What follows belongs to an exercise in optimizing a design on an open flow for small area; a production flow would make more cautious choices.
No driver is modelled on the clock port, so clocking that relies on it looks cheaper here than on a real chip.
Power is estimated from default activity; no workload was simulated.

== before ==
## branch_target_buffer
module branch_target_buffer
(
   input  logic        clk,
   input  logic        rst_n,
   input  logic [31:0] pc_i,
   output logic        hit_o,
   output logic        pred_taken_o,
   output logic [31:0] pred_target_o,
   input  logic        upd_valid_i,
   input  logic [31:0] upd_pc_i,
   input  logic [31:0] upd_imm_i,
   input  logic        upd_taken_i,
   input  logic        upd_jump_i,
   input  logic        flush_i
);
==> flow/config.mk <==
export PLATFORM = sky130hd
export DESIGN_NAME = branch_target_buffer
export DESIGN_NICKNAME = branch_target_buffer
export VERILOG_FILES = /design/flow/design.v
export SDC_FILE = /design/flow/constraint.sdc
export NUM_CORES = 4
export LEC_CHECK = 0
export CAP_MARGIN = 5
export CORE_MARGIN = 2
export CORE_UTILIZATION = 50
export SLEW_MARGIN = 5
export SYNTH_HIERARCHICAL = 1
==> flow/constraint.sdc <==
create_clock -name core_clock -period 7.0 [get_ports {clk}]
set_input_delay 1.4000 -clock core_clock [delete_from_list [all_inputs] [get_ports {clk}]]
set_output_delay 1.4000 -clock core_clock [all_outputs]
set_load 0.01 [all_outputs]
standard.sh (not shown) runs the stock make flow with config.mk's settings and CLKGATE_MAP_FILE= SYNTH_SCRIPT=/design/flow/synth_recipe.tcl, a recipe that flattens the netlist after the stock synthesis.
==> flow/flow/run.sh <==
#!/bin/bash
# Own layout flow: the standard flow, with these changes after synthesis.
#  - ports are buffered with buf_2 instead of the flow's default buffer;
#  - placement, repair and routing may not use buffers larger than buf_6
#    (flow/dont_use.tcl, sourced before each of those steps);
#  - the clock tree uses clkbuf_4, sink clusters of up to 8 within 60 um and no dummy loads.
# Synthesis is the standard one, run unchanged. Each step's output goes to its
# own log file here.
set -euo pipefail
DU=$PWD/flow/dont_use.tcl
bash standard.sh synth > synth.log 2>&1
bash standard.sh \
   "BUFFER_PORTS_ARGS=-buffer_cell sky130_fd_sc_hd__buf_2" \
   "CTS_ARGS=-sink_clustering_enable -repair_clock_nets -dont_use_dummy_load -buf_list sky130_fd_sc_hd__clkbuf_4 -sink_clustering_size 8 -sink_clustering_max_diameter 60" \
   "PRE_GLOBAL_PLACE_TCL=$DU" "PRE_RESIZE_TCL=$DU" "PRE_DETAIL_PLACE_TCL=$DU" \
   "PRE_CTS_TCL=$DU" "PRE_GLOBAL_ROUTE_TCL=$DU" "PRE_REPAIR_TIMING_POST_PLACE_TCL=$DU" \
   finish > finish.log 2>&1
==> flow/flow/dont_use.tcl <==
set_dont_use {sky130_fd_sc_hd__buf_8 sky130_fd_sc_hd__buf_12 sky130_fd_sc_hd__buf_16 sky130_fd_sc_hd__bufbuf_8 sky130_fd_sc_hd__bufbuf_16 sky130_fd_sc_hd__clkdlybuf4s50_1 sky130_fd_sc_hd__clkdlybuf4s50_2}
before completed; timing, DRC and antenna clean
Setup changes, before to after
- SLEW_MARGIN: 5 -> 20
- CAP_MARGIN: 5 -> 20
diff --git a/flow/flow/run.sh b/flow/flow/run.sh
--- a/flow/flow/run.sh
+++ b/flow/flow/run.sh
@@ -5,3 +5,3 @@
 #    (flow/dont_use.tcl, sourced before each of those steps);
-#  - the clock tree uses clkbuf_4, sink clusters of up to 8 within 60 um and no dummy loads.
+#  - the clock tree uses clkbuf_8, sink clusters of up to 14 within 60 um and no dummy loads.
 # Synthesis is the standard one, run unchanged. Each step's output goes to its
@@ -13,3 +13,3 @@
    "BUFFER_PORTS_ARGS=-buffer_cell sky130_fd_sc_hd__buf_2" \
-   "CTS_ARGS=-sink_clustering_enable -repair_clock_nets -dont_use_dummy_load -buf_list sky130_fd_sc_hd__clkbuf_4 -sink_clustering_size 8 -sink_clustering_max_diameter 60" \
+   "CTS_ARGS=-sink_clustering_enable -repair_clock_nets -dont_use_dummy_load -buf_list sky130_fd_sc_hd__clkbuf_8 -sink_clustering_size 14 -sink_clustering_max_diameter 60" \
    "PRE_GLOBAL_PLACE_TCL=$DU" "PRE_RESIZE_TCL=$DU" "PRE_DETAIL_PLACE_TCL=$DU" \
[summary]
~same post-place instance area in before and after
The core of after is more densely filled than that of before.
Going from before to after, total routing usage reported by global routing fell 0.39 points; total chip power rose about 0.8%; part of the power in combinational logic about even; post-synthesis to final-layout area growth rose 0.62 points.
Function was not checked in any run of this note: the RTL went through the layout flow alone.

-- afterwards: timing with drivers on the ports --
The results above use ideal ports. As a check the final layouts listed here were re-extracted and re-timed, cells and wires unchanged. Step 1 (the two cells are an assumption about what drives the block):
set clk [get_ports {clk}]
set_driving_cell -lib_cell sky130_fd_sc_hd__clkbuf_16 $clk
set_driving_cell -lib_cell sky130_fd_sc_hd__buf_2 [delete_from_list [all_inputs] $clk]
Step 2, shift: input delay + t, output delay - t, t = (earliest + latest rising clock arrival at the registers) / 2. This alone moves slack from input paths to output paths. a / b / c = no drivers / after step 1 / after step 2; a / b = the first two.
| run | t, ns | slack for setup (ns) | cell pins on the clock port's net |
|---|---|---|---|
| before | 1.053 | 0.193 / 0.168 / -0.589 | 1 |
| after | 0.754 | 0.120 / 0.097 / -0.400 | 1 |
Met with ideal ports but missed after step 2: setup timing in before and after. For before, which loses most, drivers alone change the setup slack by -0.025 ns; drivers and shift together by -0.782 ns.
